This design comes from an exercise in tuning for small area, a short achievable clock period and few clock cycles per item on the open sky130 flow, not from production work.
The RTL was checked by simulation tests, not by an equivalence proof against the original design.
No activity file was given, so power comes from the tool's default toggle rates.

File: flow/design.v
package rms_pkg;
    localparam int CNT_W = 17;    
    localparam int SUM_W = 32;    
    localparam int SQ_W  = 47;    
    localparam logic [1:0] STATUS_OK       = 2'd0;
    localparam logic [1:0] STATUS_FEW      = 2'd1;
    localparam logic [1:0] STATUS_OVERFLOW = 2'd2;
endpackage
module running_mean_stddev #(
    parameter int MAX_COUNT   = 65536,
    parameter int FRAC_BITS   = 16
) (
    input  logic        aclk,
    input  logic        aresetn,
    input  logic        s_axis_tvalid,
    output logic        s_axis_tready,
    input  logic [15:0] s_axis_tdata,    
    input  logic        s_axis_tlast,
    output logic        m_axis_tvalid,
    input  logic        m_axis_tready,
    output logic [87:0] m_axis_tdata,    
    input  logic        psel,
    input  logic        penable,
    input  logic        pwrite,
    input  logic [1:0]  paddr,
    input  logic [31:0] pwdata,
    output logic [31:0] prdata,
    output logic        pready
);
    localparam int CW = rms_pkg::CNT_W;
    localparam int SW = rms_pkg::SUM_W;
    localparam int QW = rms_pkg::SQ_W;
    localparam logic [2:0] A_IDLE  = 3'd0;
    localparam logic [2:0] A_PREP1 = 3'd1;
    localparam logic [2:0] A_PREP2 = 3'd2;
    localparam logic [2:0] A_RUN   = 3'd3;
    localparam logic [2:0] A_DONE  = 3'd4;
    logic mode_reg;
    always_ff @(posedge aclk) begin
        if (!aresetn) mode_reg <= 1'b0;
        else if (psel && penable && pwrite && paddr == 2'd0) mode_reg <= pwdata[0];
    end
    assign pready = 1'b1;
    assign prdata = {31'd0, mode_reg};
    logic        f0_v, f0_l, f0_m;
    logic [14:0] f0_y;         
    logic        f0_s;         
    logic        g_reg;        
    logic        rdy_reg;      
    logic        aok_reg;      
    logic [2:0]  a_st;
    logic [4:0]  a_step;
    logic        b_run, b_valid;
    logic [4:0]  b_step;
    logic acc_in, f0_hold, f0_go, a_load, b_free, a_hand;
    assign s_axis_tready = rdy_reg;
    assign acc_in  = s_axis_tvalid && rdy_reg;
    assign f0_hold = f0_v && f0_l && !aok_reg;
    assign f0_go   = f0_v && !f0_hold;
    assign a_load  = f0_go && f0_l;
    assign b_free  = !b_run && (!b_valid || m_axis_tready);
    assign a_hand  = (a_st == A_DONE) && b_free;
    logic [2:0] a_st_n;
    logic       f0_v_n, f0_l_n, b_run_n, b_valid_n, aok_n, g_n;
    always_comb begin
        a_st_n = a_st;
        unique case (a_st)
            A_IDLE:  a_st_n = A_IDLE;
            A_PREP1: a_st_n = A_PREP2;
            A_PREP2: a_st_n = A_RUN;
            A_RUN:  a_st_n = (a_step == 5'd0) ? A_DONE : A_RUN;
            A_DONE: a_st_n = a_hand ? A_IDLE : A_DONE;
            default: a_st_n = A_IDLE;
        endcase
        if (a_load) a_st_n = A_PREP1;
    end
    assign b_run_n   = a_hand || (b_run && b_step != 5'd31);
    assign b_valid_n = (b_run && b_step == 5'd31) || (b_valid && !m_axis_tready);
    assign aok_n     = (a_st_n == A_IDLE) || (a_st_n == A_DONE && !b_run_n && !b_valid_n);
    assign f0_v_n    = f0_hold || acc_in;
    assign f0_l_n    = f0_hold || s_axis_tlast;
    assign g_n       = f0_v_n && !(f0_l_n && !aok_n) && (a_load || !cnt_n[CW-1]);
    always_ff @(posedge aclk) begin
        if (!aresetn) begin
            rdy_reg <= 1'b1;
            aok_reg <= 1'b1;
            f0_v    <= 1'b0;
            g_reg   <= 1'b0;
            a_st    <= A_IDLE;
            b_run   <= 1'b0;
            b_valid <= 1'b0;
        end else begin
            rdy_reg <= !(f0_v_n && f0_l_n) || aok_n;
            aok_reg <= aok_n;
            f0_v    <= f0_v_n;
            g_reg   <= g_n;
            a_st    <= a_st_n;
            b_run   <= b_run_n;
            b_valid <= b_valid_n;
        end
    end
    always_ff @(posedge aclk) begin
        if (!f0_hold) begin
            f0_y <= s_axis_tdata[14:0] ^ {15{s_axis_tdata[15]}};
            f0_s <= s_axis_tdata[15];
            f0_l <= s_axis_tlast;
            f0_m <= mode_reg;
        end
    end
    logic [CW-1:0] cnt_reg, cnt_n;
    logic [SW-1:0] sum_reg, sum_n;
    logic [QW-1:0] acc_s, acc_c, ns, nc;
    logic          ovf_reg, ovf_n, clear;
    logic [14:0]   y_eff;
    logic          s_eff;
    assign y_eff = g_reg ? f0_y : 15'd0;
    assign s_eff = g_reg && f0_s;
    assign sum_n = sum_reg + {{(SW-15){s_eff}}, y_eff ^ {15{s_eff}}};
    assign cnt_n = cnt_reg + CW'(g_reg);
    assign ovf_n = ovf_reg | (f0_go && cnt_reg[CW-1]);
    assign clear = !aresetn || a_load;
    rms_sqacc u_sq (.y(y_eff), .sgn(s_eff), .acc_s(acc_s), .acc_c(acc_c), .ns(ns), .nc(nc));
    always_ff @(posedge aclk) begin
        cnt_reg <= clear ? '0 : cnt_n;
        sum_reg <= clear ? '0 : sum_n;
        acc_s   <= clear ? '0 : ns;
        acc_c   <= clear ? '0 : nc;
        ovf_reg <= clear ? 1'b0 : ovf_n;
    end
    logic [CW-1:0] an;
    logic [SW-1:0] as;         
    logic [QW-1:0] aq;         
    logic [63:0]   aN;         
    logic [33:0]   aD;
    logic          aneg, aovf, amode;
    logic          nb, mb, flip;    
    logic [31:0] an32, lzx;
    logic [4:0]  lz_hi, a_idx;
    logic [63:0] a_s64, a_r0, a_r1, a_r2, a_cs, a_cc;
    assign an32  = 32'(an);
    assign lzx   = (as ^ {SW{as[SW-1]}}) | an32;
    always_comb begin
        lz_hi = 5'd0;
        for (int i = 0; i < 32; i++) if (lzx[i]) lz_hi = 5'(i);
    end
    assign a_idx = (a_st == A_PREP2) ? a_step : a_step - 5'd1;
    assign a_s64 = {{(64-SW){as[SW-1]}}, as};
    assign a_r0  = {aN[62:0], 1'b0};
    assign a_r1  = nb ? 64'(aq) : 64'd0;
    assign a_r2  = flip ? a_s64 : ~(mb ? a_s64 : 64'd0);
    assign a_cs  = a_r0 ^ a_r1 ^ a_r2;
    assign a_cc  = {((a_r0[62:0] & a_r1[62:0]) | (a_r0[62:0] & a_r2[62:0]) |
                     (a_r1[62:0] & a_r2[62:0])), !flip};
    always_ff @(posedge aclk) begin
        if (a_load) begin
            an    <= cnt_n;
            as    <= sum_n;
            aq    <= ns;
            aN    <= 64'(nc[QW-1:1]);
            aovf  <= ovf_n;
            amode <= f0_m && (cnt_n >= CW'(2));
            nb    <= 1'b1;
            mb    <= 1'b0;
            flip  <= 1'b0;
        end else if (a_st == A_PREP1) begin
            aN     <= a_cs + a_cc;
            aneg   <= as[SW-1];
            a_step <= lz_hi + 5'(as[SW-1]);
        end else if (a_st == A_PREP2) begin
            aq     <= aN[QW-1:0];
            aN     <= '0;
            aD     <= '0;
            nb     <= an32[a_idx];
            mb     <= as[a_idx];
            flip   <= aneg;
        end else if (a_st == A_RUN) begin
            aN     <= a_cs + a_cc;
            aD     <= {aD[32:0], 1'b0} + (nb ? 34'(an - CW'(amode)) : 34'd0);
            a_step <= a_step - 5'd1;
            nb     <= an32[a_idx];
            mb     <= as[a_idx];
            flip   <= 1'b0;
        end
    end
    logic [64:0] bR;           
    logic [61:0] bP;
    logic [31:0] bL, bq, bZ;
    logic [33:0] bD;
    logic [15:0] brem;
    logic [CW-1:0] bn;
    logic [1:0]  bst;
    logic        bneg;
    logic        bs, bge;
    logic [64:0] b_t, b_x1, b_x2, b_cs, b_cc;
    logic [16:0] b_rem2;
    logic [17:0] b_diff;
    logic [47:0] b_dv;
    assign bs   = !bR[64];
    assign b_t  = {bR[62:0], bL[31:30]};
    assign b_x1 = {1'b0, bP, 2'b00} ^ {65{bs}};
    assign b_x2 = ~{31'd0, bD};
    assign b_cs = b_t ^ b_x1 ^ b_x2;
    assign b_cc = {((b_t[63:0] & b_x1[63:0]) | (b_t[63:0] & b_x2[63:0]) |
                    (b_x1[63:0] & b_x2[63:0])), 1'b1};
    assign b_rem2 = {brem, bZ[31]};
    assign b_diff = {1'b0, b_rem2} - {1'b0, bn};
    assign bge    = !b_diff[17];
    assign b_dv = aneg ? {~as, 16'(-an)} : {as, 16'd0};
    always_ff @(posedge aclk) begin
        if (a_hand) begin
            bR   <= 65'(aN[63:32]);
            bL   <= aN[31:0];
            bP   <= '0;
            bD   <= aD;
            bn   <= an;
            bst  <= aovf ? rms_pkg::STATUS_OVERFLOW :
                    (an < CW'(2) ? rms_pkg::STATUS_FEW : rms_pkg::STATUS_OK);
            bneg <= aneg;
            brem <= b_dv[47:32];
            bZ   <= b_dv[31:0];
            b_step <= 5'd0;
        end else if (b_run) begin
            bR   <= b_cs + b_cc + 65'(bs);
            bP   <= {bP[60:0], 1'b0} + (bs ? 62'(bD) : ~{28'd0, bD}) + 62'(!bs);
            bq   <= {bq[30:0], bs};
            bL   <= {bL[29:0], 2'b00};
            brem <= bge ? b_diff[15:0] : b_rem2[15:0];
            bZ   <= {bZ[30:0], bge ^ bneg};
            b_step <= b_step + 5'd1;
        end
    end
    assign m_axis_tvalid = b_valid;
    assign m_axis_tdata  = {5'd0, bst, bn, bq[30:0], !bR[64], bZ};
endmodule
module rms_sqacc (
    input  logic [14:0]   y,       
    input  logic          sgn,     
    input  logic [46:0]   acc_s,
    input  logic [46:0]   acc_c,
    output logic [46:0]   ns,
    output logic [46:0]   nc
);
    logic t0_s, t0_c;
    logic t1_s, t1_c;
    logic t2_s, t2_c;
    logic t3_s, t3_c;
    logic t4_s, t4_c;
    logic t5_s, t5_c;
    logic t6_s, t6_c;
    logic t7_s, t7_c;
    logic t8_s, t8_c;
    logic t9_s, t9_c;
    logic t10_s, t10_c;
    logic t11_s, t11_c;
    logic t12_s, t12_c;
    logic t13_s, t13_c;
    logic t14_s, t14_c;
    logic t15_s, t15_c;
    logic t16_s, t16_c;
    logic t17_s, t17_c;
    logic t18_s, t18_c;
    logic t19_s, t19_c;
    logic t20_s, t20_c;
    logic t21_s, t21_c;
    logic t22_s, t22_c;
    logic t23_s, t23_c;
    logic t24_s, t24_c;
    logic t25_s, t25_c;
    logic t26_s, t26_c;
    logic t27_s, t27_c;
    logic t28_s, t28_c;
    logic t29_s, t29_c;
    logic t30_s, t30_c;
    logic t31_s, t31_c;
    logic t32_s, t32_c;
    logic t33_s, t33_c;
    logic t34_s, t34_c;
    logic t35_s, t35_c;
    logic t36_s, t36_c;
    logic t37_s, t37_c;
    logic t38_s, t38_c;
    logic t39_s, t39_c;
    logic t40_s, t40_c;
    logic t41_s, t41_c;
    logic t42_s, t42_c;
    logic t43_s, t43_c;
    logic t44_s, t44_c;
    logic t45_s, t45_c;
    logic t46_s, t46_c;
    logic t47_s, t47_c;
    logic t48_s, t48_c;
    logic t49_s, t49_c;
    logic t50_s, t50_c;
    logic t51_s, t51_c;
    logic t52_s, t52_c;
    logic t53_s, t53_c;
    logic t54_s, t54_c;
    logic t55_s, t55_c;
    logic t56_s, t56_c;
    logic t57_s, t57_c;
    logic t58_s, t58_c;
    logic t59_s, t59_c;
    logic t60_s, t60_c;
    logic t61_s, t61_c;
    logic t62_s, t62_c;
    logic t63_s, t63_c;
    logic t64_s, t64_c;
    logic t65_s, t65_c;
    logic t66_s, t66_c;
    logic t67_s, t67_c;
    logic t68_s, t68_c;
    logic t69_s, t69_c;
    logic t70_s, t70_c;
    logic t71_s, t71_c;
    logic t72_s, t72_c;
    logic t73_s, t73_c;
    logic t74_s, t74_c;
    logic t75_s, t75_c;
    logic t76_s, t76_c;
    logic t77_s, t77_c;
    logic t78_s, t78_c;
    logic t79_s, t79_c;
    logic t80_s, t80_c;
    logic t81_s, t81_c;
    logic t82_s, t82_c;
    logic t83_s, t83_c;
    logic t84_s, t84_c;
    logic t85_s, t85_c;
    logic t86_s, t86_c;
    logic t87_s, t87_c;
    logic t88_s, t88_c;
    logic t89_s, t89_c;
    logic t90_s, t90_c;
    logic t91_s, t91_c;
    logic t92_s, t92_c;
    logic t93_s, t93_c;
    logic t94_s, t94_c;
    logic t95_s, t95_c;
    logic t96_s, t96_c;
    logic t97_s, t97_c;
    logic t98_s, t98_c;
    logic t99_s, t99_c;
    logic t100_s, t100_c;
    logic t101_s, t101_c;
    logic t102_s, t102_c;
    logic t103_s, t103_c;
    logic t104_s, t104_c;
    logic t105_s, t105_c;
    logic t106_s, t106_c;
    logic t107_s, t107_c;
    logic t108_s, t108_c;
    logic t109_s, t109_c;
    logic t110_s, t110_c;
    logic t111_s, t111_c;
    logic t112_s, t112_c;
    logic t113_s, t113_c;
    logic t114_s, t114_c;
    logic t115_s, t115_c;
    logic t116_s, t116_c;
    logic t117_s, t117_c;
    logic t118_s, t118_c;
    logic t119_s, t119_c;
    logic t120_s, t120_c;
    logic t121_s, t121_c;
    logic t122_s, t122_c;
    logic t123_s, t123_c;
    logic t124_s, t124_c;
    logic t125_s, t125_c;
    logic t126_s, t126_c;
    logic t127_s, t127_c;
    logic t128_s, t128_c;
    logic t129_s, t129_c;
    logic t130_s, t130_c;
    logic t131_s, t131_c;
    logic t132_s, t132_c;
    logic t133_s, t133_c;
    logic t134_s, t134_c;
    logic t135_s, t135_c;
    logic t136_s, t136_c;
    logic t137_s, t137_c;
    logic t138_s, t138_c;
    logic t139_s, t139_c;
    logic t140_s, t140_c;
    logic t141_s, t141_c;
    logic t142_s, t142_c;
    logic t143_s, t143_c;
    logic t144_s, t144_c;
    logic t145_s, t145_c;
    logic t146_s, t146_c;
    logic t147_s, t147_c;
    logic t148_s, t148_c;
    logic t149_s, t149_c;
    logic t150_s, t150_c;
    logic t151_s, t151_c;
    logic t152_s, t152_c;
    logic t153_s, t153_c;
    logic t154_s, t154_c;
    logic t155_s, t155_c;
    logic t156_s, t156_c;
    logic t157_s, t157_c;
    logic t158_s, t158_c;
    logic t159_s, t159_c;
    logic t160_s, t160_c;
    logic t161_s, t161_c;
    logic t162_s, t162_c;
    logic t163_s, t163_c;
    logic t164_s, t164_c;
    logic t165_s, t165_c;
    logic t166_s, t166_c;
    logic t167_s, t167_c;
    logic t168_s, t168_c;
    logic t169_s, t169_c;
    logic t170_s, t170_c;
    logic t171_s, t171_c;
    logic t172_s, t172_c;
    logic t173_s, t173_c;
    logic t174_s, t174_c;
    logic t175_s, t175_c;
    logic t176_s, t176_c;
    logic t177_s, t177_c;
    logic t178_s, t178_c;
    logic t179_s, t179_c;
    logic t180_s, t180_c;
    assign t0_s = y[0] ^ sgn ^ acc_s[0];
    assign t0_c = (y[0] & sgn) | (y[0] & acc_s[0]) | (sgn & acc_s[0]);
    assign t1_s = (y[0] & y[11]) ^ (y[1] & y[10]);
    assign t1_c = (y[0] & y[11]) & (y[1] & y[10]);
    assign t2_s = (y[0] & y[12]) ^ (y[1] & y[11]);
    assign t2_c = (y[0] & y[12]) & (y[1] & y[11]);
    assign t3_s = (y[0] & y[13]) ^ (y[1] & y[12]) ^ (y[2] & y[11]);
    assign t3_c = ((y[0] & y[13]) & (y[1] & y[12])) | ((y[0] & y[13]) & (y[2] & y[11])) | ((y[1] & y[12]) & (y[2] & y[11]));
    assign t4_s = (y[3] & y[10]) ^ (y[4] & y[9]);
    assign t4_c = (y[3] & y[10]) & (y[4] & y[9]);
    assign t5_s = (y[0] & y[14]) ^ (y[1] & y[13]) ^ (y[2] & y[12]);
    assign t5_c = ((y[0] & y[14]) & (y[1] & y[13])) | ((y[0] & y[14]) & (y[2] & y[12])) | ((y[1] & y[13]) & (y[2] & y[12]));
    assign t6_s = (y[3] & y[11]) ^ (y[4] & y[10]);
    assign t6_c = (y[3] & y[11]) & (y[4] & y[10]);
    assign t7_s = (y[1] & y[14]) ^ (y[2] & y[13]) ^ (y[3] & y[12]);
    assign t7_c = ((y[1] & y[14]) & (y[2] & y[13])) | ((y[1] & y[14]) & (y[3] & y[12])) | ((y[2] & y[13]) & (y[3] & y[12]));
    assign t8_s = (y[4] & y[11]) ^ (y[5] & y[10]);
    assign t8_c = (y[4] & y[11]) & (y[5] & y[10]);
    assign t9_s = (y[2] & y[14]) ^ (y[3] & y[13]);
    assign t9_c = (y[2] & y[14]) & (y[3] & y[13]);
    assign t10_s = (y[3] & y[14]) ^ (y[4] & y[13]);
    assign t10_c = (y[3] & y[14]) & (y[4] & y[13]);
    assign t11_s = (y[0] & y[5]) ^ (y[1] & y[4]);
    assign t11_c = (y[0] & y[5]) & (y[1] & y[4]);
    assign t12_s = (y[0] & y[6]) ^ (y[1] & y[5]);
    assign t12_c = (y[0] & y[6]) & (y[1] & y[5]);
    assign t13_s = (y[0] & y[7]) ^ (y[1] & y[6]) ^ (y[2] & y[5]);
    assign t13_c = ((y[0] & y[7]) & (y[1] & y[6])) | ((y[0] & y[7]) & (y[2] & y[5])) | ((y[1] & y[6]) & (y[2] & y[5]));
    assign t14_s = (y[3] & y[4]) ^ y[4];
    assign t14_c = (y[3] & y[4]) & y[4];
    assign t15_s = (y[0] & y[8]) ^ (y[1] & y[7]) ^ (y[2] & y[6]);
    assign t15_c = ((y[0] & y[8]) & (y[1] & y[7])) | ((y[0] & y[8]) & (y[2] & y[6])) | ((y[1] & y[7]) & (y[2] & y[6]));
    assign t16_s = (y[3] & y[5]) ^ (sgn & y[8]);
    assign t16_c = (y[3] & y[5]) & (sgn & y[8]);
    assign t17_s = (y[0] & y[9]) ^ (y[1] & y[8]) ^ (y[2] & y[7]);
    assign t17_c = ((y[0] & y[9]) & (y[1] & y[8])) | ((y[0] & y[9]) & (y[2] & y[7])) | ((y[1] & y[8]) & (y[2] & y[7]));
    assign t18_s = (y[3] & y[6]) ^ (y[4] & y[5]) ^ y[5];
    assign t18_c = ((y[3] & y[6]) & (y[4] & y[5])) | ((y[3] & y[6]) & y[5]) | ((y[4] & y[5]) & y[5]);
    assign t19_s = (sgn & y[9]) ^ acc_s[10];
    assign t19_c = (sgn & y[9]) & acc_s[10];
    assign t20_s = (y[0] & y[10]) ^ (y[1] & y[9]) ^ (y[2] & y[8]);
    assign t20_c = ((y[0] & y[10]) & (y[1] & y[9])) | ((y[0] & y[10]) & (y[2] & y[8])) | ((y[1] & y[9]) & (y[2] & y[8]));
    assign t21_s = (y[3] & y[7]) ^ (y[4] & y[6]) ^ (sgn & y[10]);
    assign t21_c = ((y[3] & y[7]) & (y[4] & y[6])) | ((y[3] & y[7]) & (sgn & y[10])) | ((y[4] & y[6]) & (sgn & y[10]));
    assign t22_s = acc_s[11] ^ acc_c[11];
    assign t22_c = acc_s[11] & acc_c[11];
    assign t23_s = t1_s ^ (y[2] & y[9]) ^ (y[3] & y[8]);
    assign t23_c = (t1_s & (y[2] & y[9])) | (t1_s & (y[3] & y[8])) | ((y[2] & y[9]) & (y[3] & y[8]));
    assign t24_s = (y[4] & y[7]) ^ (y[5] & y[6]) ^ y[6];
    assign t24_c = ((y[4] & y[7]) & (y[5] & y[6])) | ((y[4] & y[7]) & y[6]) | ((y[5] & y[6]) & y[6]);
    assign t25_s = (sgn & y[11]) ^ acc_s[12] ^ acc_c[12];
    assign t25_c = ((sgn & y[11]) & acc_s[12]) | ((sgn & y[11]) & acc_c[12]) | (acc_s[12] & acc_c[12]);
    assign t26_s = t1_c ^ t2_s ^ (y[2] & y[10]);
    assign t26_c = (t1_c & t2_s) | (t1_c & (y[2] & y[10])) | (t2_s & (y[2] & y[10]));
    assign t27_s = (y[3] & y[9]) ^ (y[4] & y[8]) ^ (y[5] & y[7]);
    assign t27_c = ((y[3] & y[9]) & (y[4] & y[8])) | ((y[3] & y[9]) & (y[5] & y[7])) | ((y[4] & y[8]) & (y[5] & y[7]));
    assign t28_s = (sgn & y[12]) ^ acc_s[13] ^ acc_c[13];
    assign t28_c = ((sgn & y[12]) & acc_s[13]) | ((sgn & y[12]) & acc_c[13]) | (acc_s[13] & acc_c[13]);
    assign t29_s = t2_c ^ t3_s ^ t4_s;
    assign t29_c = (t2_c & t3_s) | (t2_c & t4_s) | (t3_s & t4_s);
    assign t30_s = (y[5] & y[8]) ^ (y[6] & y[7]) ^ y[7];
    assign t30_c = ((y[5] & y[8]) & (y[6] & y[7])) | ((y[5] & y[8]) & y[7]) | ((y[6] & y[7]) & y[7]);
    assign t31_s = (sgn & y[13]) ^ acc_s[14] ^ acc_c[14];
    assign t31_c = ((sgn & y[13]) & acc_s[14]) | ((sgn & y[13]) & acc_c[14]) | (acc_s[14] & acc_c[14]);
    assign t32_s = t3_c ^ t4_c ^ t5_s;
    assign t32_c = (t3_c & t4_c) | (t3_c & t5_s) | (t4_c & t5_s);
    assign t33_s = t6_s ^ (y[5] & y[9]) ^ (y[6] & y[8]);
    assign t33_c = (t6_s & (y[5] & y[9])) | (t6_s & (y[6] & y[8])) | ((y[5] & y[9]) & (y[6] & y[8]));
    assign t34_s = (sgn & y[14]) ^ acc_s[15] ^ acc_c[15];
    assign t34_c = ((sgn & y[14]) & acc_s[15]) | ((sgn & y[14]) & acc_c[15]) | (acc_s[15] & acc_c[15]);
    assign t35_s = t5_c ^ t6_c ^ t7_s;
    assign t35_c = (t5_c & t6_c) | (t5_c & t7_s) | (t6_c & t7_s);
    assign t36_s = t8_s ^ (y[6] & y[9]) ^ (y[7] & y[8]);
    assign t36_c = (t8_s & (y[6] & y[9])) | (t8_s & (y[7] & y[8])) | ((y[6] & y[9]) & (y[7] & y[8]));
    assign t37_s = y[8] ^ acc_s[16] ^ acc_c[16];
    assign t37_c = (y[8] & acc_s[16]) | (y[8] & acc_c[16]) | (acc_s[16] & acc_c[16]);
    assign t38_s = t7_c ^ t8_c ^ t9_s;
    assign t38_c = (t7_c & t8_c) | (t7_c & t9_s) | (t8_c & t9_s);
    assign t39_s = (y[4] & y[12]) ^ (y[5] & y[11]) ^ (y[6] & y[10]);
    assign t39_c = ((y[4] & y[12]) & (y[5] & y[11])) | ((y[4] & y[12]) & (y[6] & y[10])) | ((y[5] & y[11]) & (y[6] & y[10]));
    assign t40_s = (y[7] & y[9]) ^ acc_s[17] ^ acc_c[17];
    assign t40_c = ((y[7] & y[9]) & acc_s[17]) | ((y[7] & y[9]) & acc_c[17]) | (acc_s[17] & acc_c[17]);
    assign t41_s = t9_c ^ t10_s ^ (y[5] & y[12]);
    assign t41_c = (t9_c & t10_s) | (t9_c & (y[5] & y[12])) | (t10_s & (y[5] & y[12]));
    assign t42_s = (y[6] & y[11]) ^ (y[7] & y[10]) ^ (y[8] & y[9]);
    assign t42_c = ((y[6] & y[11]) & (y[7] & y[10])) | ((y[6] & y[11]) & (y[8] & y[9])) | ((y[7] & y[10]) & (y[8] & y[9]));
    assign t43_s = y[9] ^ acc_s[18] ^ acc_c[18];
    assign t43_c = (y[9] & acc_s[18]) | (y[9] & acc_c[18]) | (acc_s[18] & acc_c[18]);
    assign t44_s = t10_c ^ (y[4] & y[14]) ^ (y[5] & y[13]);
    assign t44_c = (t10_c & (y[4] & y[14])) | (t10_c & (y[5] & y[13])) | ((y[4] & y[14]) & (y[5] & y[13]));
    assign t45_s = (y[6] & y[12]) ^ (y[7] & y[11]) ^ (y[8] & y[10]);
    assign t45_c = ((y[6] & y[12]) & (y[7] & y[11])) | ((y[6] & y[12]) & (y[8] & y[10])) | ((y[7] & y[11]) & (y[8] & y[10]));
    assign t46_s = acc_s[19] ^ acc_c[19];
    assign t46_c = acc_s[19] & acc_c[19];
    assign t47_s = (y[5] & y[14]) ^ (y[6] & y[13]) ^ (y[7] & y[12]);
    assign t47_c = ((y[5] & y[14]) & (y[6] & y[13])) | ((y[5] & y[14]) & (y[7] & y[12])) | ((y[6] & y[13]) & (y[7] & y[12]));
    assign t48_s = (y[8] & y[11]) ^ (y[9] & y[10]) ^ y[10];
    assign t48_c = ((y[8] & y[11]) & (y[9] & y[10])) | ((y[8] & y[11]) & y[10]) | ((y[9] & y[10]) & y[10]);
    assign t49_s = acc_s[20] ^ acc_c[20];
    assign t49_c = acc_s[20] & acc_c[20];
    assign t50_s = (y[6] & y[14]) ^ (y[7] & y[13]) ^ (y[8] & y[12]);
    assign t50_c = ((y[6] & y[14]) & (y[7] & y[13])) | ((y[6] & y[14]) & (y[8] & y[12])) | ((y[7] & y[13]) & (y[8] & y[12]));
    assign t51_s = (y[9] & y[11]) ^ acc_s[21];
    assign t51_c = (y[9] & y[11]) & acc_s[21];
    assign t52_s = (y[7] & y[14]) ^ (y[8] & y[13]) ^ (y[9] & y[12]);
    assign t52_c = ((y[7] & y[14]) & (y[8] & y[13])) | ((y[7] & y[14]) & (y[9] & y[12])) | ((y[8] & y[13]) & (y[9] & y[12]));
    assign t53_s = (y[10] & y[11]) ^ y[11];
    assign t53_c = (y[10] & y[11]) & y[11];
    assign t54_s = (y[8] & y[14]) ^ (y[9] & y[13]);
    assign t54_c = (y[8] & y[14]) & (y[9] & y[13]);
    assign t55_s = (y[9] & y[14]) ^ (y[10] & y[13]);
    assign t55_c = (y[9] & y[14]) & (y[10] & y[13]);
    assign t56_s = (y[0] & y[1]) ^ y[1];
    assign t56_c = (y[0] & y[1]) & y[1];
    assign t57_s = (y[0] & y[2]) ^ (sgn & y[2]);
    assign t57_c = (y[0] & y[2]) & (sgn & y[2]);
    assign t58_s = (y[0] & y[3]) ^ (y[1] & y[2]) ^ y[2];
    assign t58_c = ((y[0] & y[3]) & (y[1] & y[2])) | ((y[0] & y[3]) & y[2]) | ((y[1] & y[2]) & y[2]);
    assign t59_s = (sgn & y[3]) ^ acc_s[4];
    assign t59_c = (sgn & y[3]) & acc_s[4];
    assign t60_s = (y[0] & y[4]) ^ (y[1] & y[3]) ^ (sgn & y[4]);
    assign t60_c = ((y[0] & y[4]) & (y[1] & y[3])) | ((y[0] & y[4]) & (sgn & y[4])) | ((y[1] & y[3]) & (sgn & y[4]));
    assign t61_s = acc_s[5] ^ acc_c[5];
    assign t61_c = acc_s[5] & acc_c[5];
    assign t62_s = t11_s ^ (y[2] & y[3]) ^ y[3];
    assign t62_c = (t11_s & (y[2] & y[3])) | (t11_s & y[3]) | ((y[2] & y[3]) & y[3]);
    assign t63_s = (sgn & y[5]) ^ acc_s[6] ^ acc_c[6];
    assign t63_c = ((sgn & y[5]) & acc_s[6]) | ((sgn & y[5]) & acc_c[6]) | (acc_s[6] & acc_c[6]);
    assign t64_s = t11_c ^ t12_s ^ (y[2] & y[4]);
    assign t64_c = (t11_c & t12_s) | (t11_c & (y[2] & y[4])) | (t12_s & (y[2] & y[4]));
    assign t65_s = (sgn & y[6]) ^ acc_s[7] ^ acc_c[7];
    assign t65_c = ((sgn & y[6]) & acc_s[7]) | ((sgn & y[6]) & acc_c[7]) | (acc_s[7] & acc_c[7]);
    assign t66_s = t12_c ^ t13_s ^ t14_s;
    assign t66_c = (t12_c & t13_s) | (t12_c & t14_s) | (t13_s & t14_s);
    assign t67_s = (sgn & y[7]) ^ acc_s[8] ^ acc_c[8];
    assign t67_c = ((sgn & y[7]) & acc_s[8]) | ((sgn & y[7]) & acc_c[8]) | (acc_s[8] & acc_c[8]);
    assign t68_s = t13_c ^ t14_c ^ t15_s;
    assign t68_c = (t13_c & t14_c) | (t13_c & t15_s) | (t14_c & t15_s);
    assign t69_s = t16_s ^ acc_s[9] ^ acc_c[9];
    assign t69_c = (t16_s & acc_s[9]) | (t16_s & acc_c[9]) | (acc_s[9] & acc_c[9]);
    assign t70_s = t15_c ^ t16_c ^ t17_s;
    assign t70_c = (t15_c & t16_c) | (t15_c & t17_s) | (t16_c & t17_s);
    assign t71_s = t18_s ^ t19_s ^ acc_c[10];
    assign t71_c = (t18_s & t19_s) | (t18_s & acc_c[10]) | (t19_s & acc_c[10]);
    assign t72_s = t17_c ^ t18_c ^ t19_c;
    assign t72_c = (t17_c & t18_c) | (t17_c & t19_c) | (t18_c & t19_c);
    assign t73_s = t20_s ^ t21_s ^ t22_s;
    assign t73_c = (t20_s & t21_s) | (t20_s & t22_s) | (t21_s & t22_s);
    assign t74_s = t20_c ^ t21_c ^ t22_c;
    assign t74_c = (t20_c & t21_c) | (t20_c & t22_c) | (t21_c & t22_c);
    assign t75_s = t23_s ^ t24_s ^ t25_s;
    assign t75_c = (t23_s & t24_s) | (t23_s & t25_s) | (t24_s & t25_s);
    assign t76_s = t23_c ^ t24_c ^ t25_c;
    assign t76_c = (t23_c & t24_c) | (t23_c & t25_c) | (t24_c & t25_c);
    assign t77_s = t26_s ^ t27_s ^ t28_s;
    assign t77_c = (t26_s & t27_s) | (t26_s & t28_s) | (t27_s & t28_s);
    assign t78_s = t26_c ^ t27_c ^ t28_c;
    assign t78_c = (t26_c & t27_c) | (t26_c & t28_c) | (t27_c & t28_c);
    assign t79_s = t29_s ^ t30_s ^ t31_s;
    assign t79_c = (t29_s & t30_s) | (t29_s & t31_s) | (t30_s & t31_s);
    assign t80_s = t29_c ^ t30_c ^ t31_c;
    assign t80_c = (t29_c & t30_c) | (t29_c & t31_c) | (t30_c & t31_c);
    assign t81_s = t32_s ^ t33_s ^ t34_s;
    assign t81_c = (t32_s & t33_s) | (t32_s & t34_s) | (t33_s & t34_s);
    assign t82_s = t32_c ^ t33_c ^ t34_c;
    assign t82_c = (t32_c & t33_c) | (t32_c & t34_c) | (t33_c & t34_c);
    assign t83_s = t35_s ^ t36_s ^ t37_s;
    assign t83_c = (t35_s & t36_s) | (t35_s & t37_s) | (t36_s & t37_s);
    assign t84_s = t35_c ^ t36_c ^ t37_c;
    assign t84_c = (t35_c & t36_c) | (t35_c & t37_c) | (t36_c & t37_c);
    assign t85_s = t38_s ^ t39_s ^ t40_s;
    assign t85_c = (t38_s & t39_s) | (t38_s & t40_s) | (t39_s & t40_s);
    assign t86_s = t38_c ^ t39_c ^ t40_c;
    assign t86_c = (t38_c & t39_c) | (t38_c & t40_c) | (t39_c & t40_c);
    assign t87_s = t41_s ^ t42_s ^ t43_s;
    assign t87_c = (t41_s & t42_s) | (t41_s & t43_s) | (t42_s & t43_s);
    assign t88_s = t41_c ^ t42_c ^ t43_c;
    assign t88_c = (t41_c & t42_c) | (t41_c & t43_c) | (t42_c & t43_c);
    assign t89_s = t44_s ^ t45_s ^ t46_s;
    assign t89_c = (t44_s & t45_s) | (t44_s & t46_s) | (t45_s & t46_s);
    assign t90_s = t44_c ^ t45_c ^ t46_c;
    assign t90_c = (t44_c & t45_c) | (t44_c & t46_c) | (t45_c & t46_c);
    assign t91_s = t47_s ^ t48_s ^ t49_s;
    assign t91_c = (t47_s & t48_s) | (t47_s & t49_s) | (t48_s & t49_s);
    assign t92_s = t47_c ^ t48_c ^ t49_c;
    assign t92_c = (t47_c & t48_c) | (t47_c & t49_c) | (t48_c & t49_c);
    assign t93_s = t50_s ^ t51_s ^ acc_c[21];
    assign t93_c = (t50_s & t51_s) | (t50_s & acc_c[21]) | (t51_s & acc_c[21]);
    assign t94_s = t50_c ^ t51_c ^ t52_s;
    assign t94_c = (t50_c & t51_c) | (t50_c & t52_s) | (t51_c & t52_s);
    assign t95_s = t53_s ^ acc_s[22] ^ acc_c[22];
    assign t95_c = (t53_s & acc_s[22]) | (t53_s & acc_c[22]) | (acc_s[22] & acc_c[22]);
    assign t96_s = t52_c ^ t53_c ^ t54_s;
    assign t96_c = (t52_c & t53_c) | (t52_c & t54_s) | (t53_c & t54_s);
    assign t97_s = (y[10] & y[12]) ^ acc_s[23] ^ acc_c[23];
    assign t97_c = ((y[10] & y[12]) & acc_s[23]) | ((y[10] & y[12]) & acc_c[23]) | (acc_s[23] & acc_c[23]);
    assign t98_s = t54_c ^ t55_s ^ (y[11] & y[12]);
    assign t98_c = (t54_c & t55_s) | (t54_c & (y[11] & y[12])) | (t55_s & (y[11] & y[12]));
    assign t99_s = y[12] ^ acc_s[24] ^ acc_c[24];
    assign t99_c = (y[12] & acc_s[24]) | (y[12] & acc_c[24]) | (acc_s[24] & acc_c[24]);
    assign t100_s = t55_c ^ (y[10] & y[14]) ^ (y[11] & y[13]);
    assign t100_c = (t55_c & (y[10] & y[14])) | (t55_c & (y[11] & y[13])) | ((y[10] & y[14]) & (y[11] & y[13]));
    assign t101_s = acc_s[25] ^ acc_c[25];
    assign t101_c = acc_s[25] & acc_c[25];
    assign t102_s = (y[11] & y[14]) ^ (y[12] & y[13]) ^ y[13];
    assign t102_c = ((y[11] & y[14]) & (y[12] & y[13])) | ((y[11] & y[14]) & y[13]) | ((y[12] & y[13]) & y[13]);
    assign t103_s = acc_s[26] ^ acc_c[26];
    assign t103_c = acc_s[26] & acc_c[26];
    assign t104_s = (y[12] & y[14]) ^ acc_s[27];
    assign t104_c = (y[12] & y[14]) & acc_s[27];
    assign t105_s = (y[13] & y[14]) ^ y[14];
    assign t105_c = (y[13] & y[14]) & y[14];
    assign t106_s = (sgn & y[0]) ^ acc_s[1];
    assign t106_c = (sgn & y[0]) & acc_s[1];
    assign t107_s = t56_s ^ (sgn & y[1]) ^ acc_s[2];
    assign t107_c = (t56_s & (sgn & y[1])) | (t56_s & acc_s[2]) | ((sgn & y[1]) & acc_s[2]);
    assign t108_s = t56_c ^ t57_s ^ acc_s[3];
    assign t108_c = (t56_c & t57_s) | (t56_c & acc_s[3]) | (t57_s & acc_s[3]);
    assign t109_s = t57_c ^ t58_s ^ t59_s;
    assign t109_c = (t57_c & t58_s) | (t57_c & t59_s) | (t58_s & t59_s);
    assign t110_s = t58_c ^ t59_c ^ t60_s;
    assign t110_c = (t58_c & t59_c) | (t58_c & t60_s) | (t59_c & t60_s);
    assign t111_s = t60_c ^ t61_c ^ t62_s;
    assign t111_c = (t60_c & t61_c) | (t60_c & t62_s) | (t61_c & t62_s);
    assign t112_s = t62_c ^ t63_c ^ t64_s;
    assign t112_c = (t62_c & t63_c) | (t62_c & t64_s) | (t63_c & t64_s);
    assign t113_s = t64_c ^ t65_c ^ t66_s;
    assign t113_c = (t64_c & t65_c) | (t64_c & t66_s) | (t65_c & t66_s);
    assign t114_s = t66_c ^ t67_c ^ t68_s;
    assign t114_c = (t66_c & t67_c) | (t66_c & t68_s) | (t67_c & t68_s);
    assign t115_s = t68_c ^ t69_c ^ t70_s;
    assign t115_c = (t68_c & t69_c) | (t68_c & t70_s) | (t69_c & t70_s);
    assign t116_s = t70_c ^ t71_c ^ t72_s;
    assign t116_c = (t70_c & t71_c) | (t70_c & t72_s) | (t71_c & t72_s);
    assign t117_s = t72_c ^ t73_c ^ t74_s;
    assign t117_c = (t72_c & t73_c) | (t72_c & t74_s) | (t73_c & t74_s);
    assign t118_s = t74_c ^ t75_c ^ t76_s;
    assign t118_c = (t74_c & t75_c) | (t74_c & t76_s) | (t75_c & t76_s);
    assign t119_s = t76_c ^ t77_c ^ t78_s;
    assign t119_c = (t76_c & t77_c) | (t76_c & t78_s) | (t77_c & t78_s);
    assign t120_s = t78_c ^ t79_c ^ t80_s;
    assign t120_c = (t78_c & t79_c) | (t78_c & t80_s) | (t79_c & t80_s);
    assign t121_s = t80_c ^ t81_c ^ t82_s;
    assign t121_c = (t80_c & t81_c) | (t80_c & t82_s) | (t81_c & t82_s);
    assign t122_s = t82_c ^ t83_c ^ t84_s;
    assign t122_c = (t82_c & t83_c) | (t82_c & t84_s) | (t83_c & t84_s);
    assign t123_s = t84_c ^ t85_c ^ t86_s;
    assign t123_c = (t84_c & t85_c) | (t84_c & t86_s) | (t85_c & t86_s);
    assign t124_s = t86_c ^ t87_c ^ t88_s;
    assign t124_c = (t86_c & t87_c) | (t86_c & t88_s) | (t87_c & t88_s);
    assign t125_s = t88_c ^ t89_c ^ t90_s;
    assign t125_c = (t88_c & t89_c) | (t88_c & t90_s) | (t89_c & t90_s);
    assign t126_s = t90_c ^ t91_c ^ t92_s;
    assign t126_c = (t90_c & t91_c) | (t90_c & t92_s) | (t91_c & t92_s);
    assign t127_s = t92_c ^ t93_c ^ t94_s;
    assign t127_c = (t92_c & t93_c) | (t92_c & t94_s) | (t93_c & t94_s);
    assign t128_s = t94_c ^ t95_c ^ t96_s;
    assign t128_c = (t94_c & t95_c) | (t94_c & t96_s) | (t95_c & t96_s);
    assign t129_s = t96_c ^ t97_c ^ t98_s;
    assign t129_c = (t96_c & t97_c) | (t96_c & t98_s) | (t97_c & t98_s);
    assign t130_s = t98_c ^ t99_c ^ t100_s;
    assign t130_c = (t98_c & t99_c) | (t98_c & t100_s) | (t99_c & t100_s);
    assign t131_s = t100_c ^ t101_c ^ t102_s;
    assign t131_c = (t100_c & t101_c) | (t100_c & t102_s) | (t101_c & t102_s);
    assign t132_s = t102_c ^ t103_c ^ t104_s;
    assign t132_c = (t102_c & t103_c) | (t102_c & t104_s) | (t103_c & t104_s);
    assign t133_s = t104_c ^ t105_s ^ acc_s[28];
    assign t133_c = (t104_c & t105_s) | (t104_c & acc_s[28]) | (t105_s & acc_s[28]);
    assign t134_s = t105_c ^ acc_s[29];
    assign t134_c = t105_c & acc_s[29];
    assign t135_s = t106_s ^ acc_c[1];
    assign t135_c = t106_s & acc_c[1];
    assign t136_s = t106_c ^ t107_s ^ acc_c[2];
    assign t136_c = (t106_c & t107_s) | (t106_c & acc_c[2]) | (t107_s & acc_c[2]);
    assign t137_s = t107_c ^ t108_s ^ acc_c[3];
    assign t137_c = (t107_c & t108_s) | (t107_c & acc_c[3]) | (t108_s & acc_c[3]);
    assign t138_s = t108_c ^ t109_s ^ acc_c[4];
    assign t138_c = (t108_c & t109_s) | (t108_c & acc_c[4]) | (t109_s & acc_c[4]);
    assign t139_s = t109_c ^ t110_s ^ t61_s;
    assign t139_c = (t109_c & t110_s) | (t109_c & t61_s) | (t110_s & t61_s);
    assign t140_s = t110_c ^ t111_s ^ t63_s;
    assign t140_c = (t110_c & t111_s) | (t110_c & t63_s) | (t111_s & t63_s);
    assign t141_s = t111_c ^ t112_s ^ t65_s;
    assign t141_c = (t111_c & t112_s) | (t111_c & t65_s) | (t112_s & t65_s);
    assign t142_s = t112_c ^ t113_s ^ t67_s;
    assign t142_c = (t112_c & t113_s) | (t112_c & t67_s) | (t113_s & t67_s);
    assign t143_s = t113_c ^ t114_s ^ t69_s;
    assign t143_c = (t113_c & t114_s) | (t113_c & t69_s) | (t114_s & t69_s);
    assign t144_s = t114_c ^ t115_s ^ t71_s;
    assign t144_c = (t114_c & t115_s) | (t114_c & t71_s) | (t115_s & t71_s);
    assign t145_s = t115_c ^ t116_s ^ t73_s;
    assign t145_c = (t115_c & t116_s) | (t115_c & t73_s) | (t116_s & t73_s);
    assign t146_s = t116_c ^ t117_s ^ t75_s;
    assign t146_c = (t116_c & t117_s) | (t116_c & t75_s) | (t117_s & t75_s);
    assign t147_s = t117_c ^ t118_s ^ t77_s;
    assign t147_c = (t117_c & t118_s) | (t117_c & t77_s) | (t118_s & t77_s);
    assign t148_s = t118_c ^ t119_s ^ t79_s;
    assign t148_c = (t118_c & t119_s) | (t118_c & t79_s) | (t119_s & t79_s);
    assign t149_s = t119_c ^ t120_s ^ t81_s;
    assign t149_c = (t119_c & t120_s) | (t119_c & t81_s) | (t120_s & t81_s);
    assign t150_s = t120_c ^ t121_s ^ t83_s;
    assign t150_c = (t120_c & t121_s) | (t120_c & t83_s) | (t121_s & t83_s);
    assign t151_s = t121_c ^ t122_s ^ t85_s;
    assign t151_c = (t121_c & t122_s) | (t121_c & t85_s) | (t122_s & t85_s);
    assign t152_s = t122_c ^ t123_s ^ t87_s;
    assign t152_c = (t122_c & t123_s) | (t122_c & t87_s) | (t123_s & t87_s);
    assign t153_s = t123_c ^ t124_s ^ t89_s;
    assign t153_c = (t123_c & t124_s) | (t123_c & t89_s) | (t124_s & t89_s);
    assign t154_s = t124_c ^ t125_s ^ t91_s;
    assign t154_c = (t124_c & t125_s) | (t124_c & t91_s) | (t125_s & t91_s);
    assign t155_s = t125_c ^ t126_s ^ t93_s;
    assign t155_c = (t125_c & t126_s) | (t125_c & t93_s) | (t126_s & t93_s);
    assign t156_s = t126_c ^ t127_s ^ t95_s;
    assign t156_c = (t126_c & t127_s) | (t126_c & t95_s) | (t127_s & t95_s);
    assign t157_s = t127_c ^ t128_s ^ t97_s;
    assign t157_c = (t127_c & t128_s) | (t127_c & t97_s) | (t128_s & t97_s);
    assign t158_s = t128_c ^ t129_s ^ t99_s;
    assign t158_c = (t128_c & t129_s) | (t128_c & t99_s) | (t129_s & t99_s);
    assign t159_s = t129_c ^ t130_s ^ t101_s;
    assign t159_c = (t129_c & t130_s) | (t129_c & t101_s) | (t130_s & t101_s);
    assign t160_s = t130_c ^ t131_s ^ t103_s;
    assign t160_c = (t130_c & t131_s) | (t130_c & t103_s) | (t131_s & t103_s);
    assign t161_s = t131_c ^ t132_s ^ acc_c[27];
    assign t161_c = (t131_c & t132_s) | (t131_c & acc_c[27]) | (t132_s & acc_c[27]);
    assign t162_s = t132_c ^ t133_s ^ acc_c[28];
    assign t162_c = (t132_c & t133_s) | (t132_c & acc_c[28]) | (t133_s & acc_c[28]);
    assign t163_s = t133_c ^ t134_s ^ acc_c[29];
    assign t163_c = (t133_c & t134_s) | (t133_c & acc_c[29]) | (t134_s & acc_c[29]);
    assign t164_s = t134_c ^ acc_s[30] ^ acc_c[30];
    assign t164_c = (t134_c & acc_s[30]) | (t134_c & acc_c[30]) | (acc_s[30] & acc_c[30]);
    assign t165_s = acc_s[31] ^ acc_c[31];
    assign t165_c = acc_s[31] & acc_c[31];
    assign t166_s = acc_s[32] ^ acc_c[32];
    assign t166_c = acc_s[32] & acc_c[32];
    assign t167_s = acc_s[33] ^ acc_c[33];
    assign t167_c = acc_s[33] & acc_c[33];
    assign t168_s = acc_s[34] ^ acc_c[34];
    assign t168_c = acc_s[34] & acc_c[34];
    assign t169_s = acc_s[35] ^ acc_c[35];
    assign t169_c = acc_s[35] & acc_c[35];
    assign t170_s = acc_s[36] ^ acc_c[36];
    assign t170_c = acc_s[36] & acc_c[36];
    assign t171_s = acc_s[37] ^ acc_c[37];
    assign t171_c = acc_s[37] & acc_c[37];
    assign t172_s = acc_s[38] ^ acc_c[38];
    assign t172_c = acc_s[38] & acc_c[38];
    assign t173_s = acc_s[39] ^ acc_c[39];
    assign t173_c = acc_s[39] & acc_c[39];
    assign t174_s = acc_s[40] ^ acc_c[40];
    assign t174_c = acc_s[40] & acc_c[40];
    assign t175_s = acc_s[41] ^ acc_c[41];
    assign t175_c = acc_s[41] & acc_c[41];
    assign t176_s = acc_s[42] ^ acc_c[42];
    assign t176_c = acc_s[42] & acc_c[42];
    assign t177_s = acc_s[43] ^ acc_c[43];
    assign t177_c = acc_s[43] & acc_c[43];
    assign t178_s = acc_s[44] ^ acc_c[44];
    assign t178_c = acc_s[44] & acc_c[44];
    assign t179_s = acc_s[45] ^ acc_c[45];
    assign t179_c = acc_s[45] & acc_c[45];
    assign t180_s = acc_s[46] ^ acc_c[46];
    assign t180_c = acc_s[46] & acc_c[46];
    assign ns[0] = t0_s;
    assign nc[0] = 1'b0;
    assign ns[1] = t135_s;
    assign nc[1] = t0_c;
    assign ns[2] = t135_c;
    assign nc[2] = t136_s;
    assign ns[3] = t136_c;
    assign nc[3] = t137_s;
    assign ns[4] = t137_c;
    assign nc[4] = t138_s;
    assign ns[5] = t138_c;
    assign nc[5] = t139_s;
    assign ns[6] = t139_c;
    assign nc[6] = t140_s;
    assign ns[7] = t140_c;
    assign nc[7] = t141_s;
    assign ns[8] = t141_c;
    assign nc[8] = t142_s;
    assign ns[9] = t142_c;
    assign nc[9] = t143_s;
    assign ns[10] = t143_c;
    assign nc[10] = t144_s;
    assign ns[11] = t144_c;
    assign nc[11] = t145_s;
    assign ns[12] = t145_c;
    assign nc[12] = t146_s;
    assign ns[13] = t146_c;
    assign nc[13] = t147_s;
    assign ns[14] = t147_c;
    assign nc[14] = t148_s;
    assign ns[15] = t148_c;
    assign nc[15] = t149_s;
    assign ns[16] = t149_c;
    assign nc[16] = t150_s;
    assign ns[17] = t150_c;
    assign nc[17] = t151_s;
    assign ns[18] = t151_c;
    assign nc[18] = t152_s;
    assign ns[19] = t152_c;
    assign nc[19] = t153_s;
    assign ns[20] = t153_c;
    assign nc[20] = t154_s;
    assign ns[21] = t154_c;
    assign nc[21] = t155_s;
    assign ns[22] = t155_c;
    assign nc[22] = t156_s;
    assign ns[23] = t156_c;
    assign nc[23] = t157_s;
    assign ns[24] = t157_c;
    assign nc[24] = t158_s;
    assign ns[25] = t158_c;
    assign nc[25] = t159_s;
    assign ns[26] = t159_c;
    assign nc[26] = t160_s;
    assign ns[27] = t160_c;
    assign nc[27] = t161_s;
    assign ns[28] = t161_c;
    assign nc[28] = t162_s;
    assign ns[29] = t162_c;
    assign nc[29] = t163_s;
    assign ns[30] = t163_c;
    assign nc[30] = t164_s;
    assign ns[31] = t164_c;
    assign nc[31] = t165_s;
    assign ns[32] = t165_c;
    assign nc[32] = t166_s;
    assign ns[33] = t166_c;
    assign nc[33] = t167_s;
    assign ns[34] = t167_c;
    assign nc[34] = t168_s;
    assign ns[35] = t168_c;
    assign nc[35] = t169_s;
    assign ns[36] = t169_c;
    assign nc[36] = t170_s;
    assign ns[37] = t170_c;
    assign nc[37] = t171_s;
    assign ns[38] = t171_c;
    assign nc[38] = t172_s;
    assign ns[39] = t172_c;
    assign nc[39] = t173_s;
    assign ns[40] = t173_c;
    assign nc[40] = t174_s;
    assign ns[41] = t174_c;
    assign nc[41] = t175_s;
    assign ns[42] = t175_c;
    assign nc[42] = t176_s;
    assign ns[43] = t176_c;
    assign nc[43] = t177_s;
    assign ns[44] = t177_c;
    assign nc[44] = t178_s;
    assign ns[45] = t178_c;
    assign nc[45] = t179_s;
    assign ns[46] = t179_c;
    assign nc[46] = t180_s;
endmodule
File: flow/config.mk
export PLATFORM = sky130hd
export DESIGN_NAME = running_mean_stddev
export DESIGN_NICKNAME = running_mean_stddev
export VERILOG_FILES = /design/flow/design.v
export SDC_FILE = /design/flow/constraint.sdc
export NUM_CORES = 4
export LEC_CHECK = 0
export CAP_MARGIN = 20
export CORE_MARGIN = 2
export CORE_UTILIZATION = 40
export SETUP_SLACK_MARGIN = 5
export SLEW_MARGIN = 20
File: flow/run.sh
#!/bin/bash
# synth_recipe.tcl (not shown) runs the flow's synth.tcl, then flattens the netlist and writes it again
# the make line also repeats each setting of config.mk as NAME=value (left out here)
make -C /OpenROAD-flow-scripts/flow DESIGN_CONFIG=/design/flow/config.mk WORK_HOME=/design/flow/orfs CLKGATE_MAP_FILE= SYNTH_SCRIPT=/design/flow/synth_recipe.tcl finish
File: flow/constraint.sdc
create_clock -name core_clock -period 11.0 [get_ports {aclk}]
set_input_delay 2.2000 -clock core_clock [delete_from_list [all_inputs] [get_ports {aclk}]]
set_output_delay 2.2000 -clock core_clock [all_outputs]
set_load 0.01 [all_outputs]
==> results.json <==
{
  "via_per_inst": 5.322,
  "cts_tree": "done",
  "rsz0062_at_grt": "false",
  "slew_violations": 0,
  "setup_violations": 0,
  "tightestPinTransition_ns": 1.084,
  "slowest_stage": "inv_6",
  "hpwlAfterDp_mm": 92.81,
  "synth-async-reset-ratio_pct": 0,
  "outcome": "complete, no violations",
  "rows": 128,
  "worst_ep_arrival_time_ns": 5.99,
  "numPortBuffers": 112,
  "htreeDepth": 3,
  "synth.yosys.warnings": 1,
  "nets": 5947,
  "vias": 37150,
  "synth_area_leaders": "edfxtp_1, dfxtp_1, ha_1",
  "die_y_um": 354.7,
  "drt_iter0_drc": 3001,
  "yosysSeqAreaShare_pct": 35.47,
  "grt_max_degree": 110,
  "drc": 0,
  "startpoint": "m_axis_tready",
  "fin_setup_tns_ns": 0,
  "cts_made_buffers": 83,
  "netlist_instances": 5333,
  "synth-seq-cells": 672,
  "fin_cells": 6981,
  "wire_per_inst_um": 18.11,
  "endpoint_kind": "flop",
  "yosysTopAreaCellShare_pct": 24.36,
  "insertion_delay_ns": 0.71,
  "critPathKind": "primary input to flop",
  "clkSinkCount": 672,
  "cp_cell_sequence": "clkdlybuf4s50_1 -> nand2b_1 -> and2_1 -> nand3_4 -> inv_4 -> nor2_4 -> buf_4 -> inv_6 -> buf_6",
  "place.gp.congestion": 0.8939,
  "relSlewSlack_pct": 27.75,
  "placed_cells": 6824,
  "fin_skew_ns": 0.04105,
  "min_period_ns": 5.674,
  "dieArea_um2": 125800,
  "synth_top_cell_by_area": "edfxtp_1",
  "area_delta_synth_final_pct": 10.49,
  "powerDensity_nw_per_um2": 209.9,
  "postCtsHoldBufs": 0,
  "synth-main-ff-cell": "edfxtp_1",
  "grt.overflow.total": 0,
  "hp-class": "flop to flop",
  "antenna_found_initial": 3,
  "regToRegStartpoint": "bR[64]",
  "clk_path_buf_depth": 3,
  "drive_gt1_share_pct": 4.369,
  "leakage_uw": 0.02392,
  "drt_wl_total_mm": 126.4,
  "clock-root-buffer": "clkbuf_16",
  "grt_pass1_wl_mm": 201.5,
  "postSynthAreaPerCell_um2": 9.224,
  "ant_nets": 0,
  "ff2ff_setup_slack_ns": 5.38,
  "reg.largest.list": "aN (64), bR (64), bP (62)",
  "syn_area_um2": 49190,
  "whs_ns": 0.4173,
  "max_cap_viol_count": 0,
  "worstPathRequired_ns": 11.32,
  "grt_pass1_vias": 36260,
  "num_antenna_cells": 0,
  "firstDrtPassIters": 6,
  "start_kind": "primary input",
  "final-hold-violation-count": 0,
  "die_w_um": 354.7,
  "start_util_pct": 40.36,
  "fmax_ghz": 0.1762,
  "rr_endpoint": "bP[59]",
  "synth_edf_count": 399,
  "worst_r2r_path_depth": 15,
  "crit_path_max_incr_delay_ns": 0.67,
  "setup.worst_path.end": "bL[20]",
  "ios": 181,
  "critPathMaxFanout": 84,
  "postLayoutCellArea_um2": 54350,
  "fillers": 11760,
  "final.period_utilization_pct": 51.58,
  "core_um2": 121900,
  "ir_worst_vdd_mv": 0.1528,
  "dpl_cell_area_um2": 51460,
  "ys_types": 94,
  "grtUsageTotal_pct": 19.99,
  "clk_pin_slew_worst_paths_ns": 0.06
}
-- layout make-up --
class                      instances  area (um^2)  share of cell area (%)
multi-input combinational       3834        28530                   52.49
sequential                       672        17460                   32.12
clock buffer                     113         2344                   4.312
inverter                         547         2066                   3.801
tap                             1625         2033                   3.741
timing repair buffer             147         1391                   2.560
clock inverter                    43        534.3                  0.9829
-- per-stage QoR --
| stage | util (%) | power [uW] | setup WS (ns) |
|---|---|---|---|
| after floorplan | - | 7276 | 5.004 |
| after global placement | 42.21 | 8461 | 4.375 |
| after detailed placement | 42.22 | 8520 | 4.359 |
| after CTS | 44.59 | 11470 | 5.132 |
| after global routing | 44.60 | 12260 | 5.011 |
| final | 44.60 | 11410 | 5.326 |
-- logic make-up (layout without fill, tap and decap cells) --
logic type	count (synthesis)	in the layout	synth area share (%)
simple gates	1503	1503	14.75
compound gates	1234	1234	15.69
buf+inv	862	850	6.921
flops	672	672	35.47
fa+ha+maj	604	604	18.63
xor+xnor	419	419	7.460
mux	37	37	1.063
other cells	2	37	0.01527
-- layer usage --
metal | global-route usage, % | wire, um | up-vias
li1 | - | - | 18340
met1 | 27.37 | 57880 | 17800
met2 | 32.20 | 58020 | 812
met3 | 2.941 | 6012 | 205
met4 | 6.992 | 4503 | 0
met5 | 0 | 0 | -
-- Yosys cell counts, types with 8 or more instances --
cell type	instances
edfxtp_1	399
a221o_1	8
nor4_1	12
and2_1	51
o21a_1	42
a211oi_1	29
fa_1	214
o211ai_1	22
a221oi_1	13
buf_4	41
nor3_1	68
o21ai_0	365
mux4_2	12
dfxtp_1	273
and3_1	246
a211o_1	13
o31ai_1	16
mux2i_1	23
nand4_1	63
nand2_1	544
or2_2	8
a31oi_1	30
nor2_1	270
xnor2_1	215
clkbuf_1	244
a21o_1	143
o21ai_1	72
nand3_1	79
o22ai_1	32
nor2b_1	45
nand2b_1	46
ha_1	390
a21oi_1	278
buf_2	12
o21bai_1	44
buf_1	18
inv_1	545
a21boi_0	10
a22o_1	20
or3_1	30
xor2_1	204
-- critical path, delay by kind of cell --
| kind | cells | cell delay [ns] |
|---|---|---|
| and+or+nand+nor | 4 | 1.01 |
| buffers and inverters | 5 | 2.62 |
-- power breakdown --
| part | leakage, uW | internal, uW | switching (uW) |
|---|---|---|---|
| clock network | 0.00140 | 1720 | 1170 |
| registers | 0.00592 | 3090 | 172 |
| logic | 0.0166 | 2130 | 3130 |
| total | 0.0239 | 6930 | 4470 |
-- cell usage in the layout, fill, tap and decap left out, drive strengths merged, types with 42 or more instances in the layout --
master and n:
a21o 143, a21oi 285, and2 51, and3 246, clkbuf 114, clkdlybuf4s50 111, dfxtp 273, edfxtp 399
fa 214, ha 390, inv 553, nand2 544, nand2b 46, nand3 79, nand4 63, nor2 271
nor2b 45, nor3 68, o21a 42, o21ai 440, o21bai 44, xnor2 215, xor2 204
-- how the worst min path moves through the flow --
stage                         to    from  depth (start not counted)
after global routing      bD[33]  aD[33]                          0
after global placement    bD[33]  aD[33]                          0
after detailed placement  bD[33]  aD[33]                          0
after floorplan           bD[33]  aD[33]                          0
after CTS                 bD[33]  aD[33]                          0
final                     bD[33]  aD[33]                          0
-- what timing repair did --
action	4_1_cts	5_1_grt
buffers inserted	0	1
endpoints found under the hold margin	0	0
gates resized for setup	1	2
setup endpoints to repair	1	54
Testbench counts, summed over its fixed seeds: cycles 12,495, items 320.

-- static timing again, ports no longer ideal --
The flow's constraints put no driver on any port. The routed layout listed below was extracted and timed again, unchanged, in two steps. Step 1 assumes that a clkbuf_16 drives the clock port and a buf_2 every other input. Step 2 times the ports against the registers' clock, not the clock port: input delays grow and output delays shrink by t, the midpoint of the rising clock arrivals with the driver on. Three values: ideal, step 1, step 2; two values: the first two.
shift t [ns]: 0.762
slack for setup (ns): 5.326 / 5.374 / 4.613
worst setup path after step 2: input to register
worst data-port slew with drivers (ns): 0.05
After both steps setup and hold are still met in this run. The setup slack of this run moves by +0.048 ns with the drivers and by -0.713 ns with both steps.
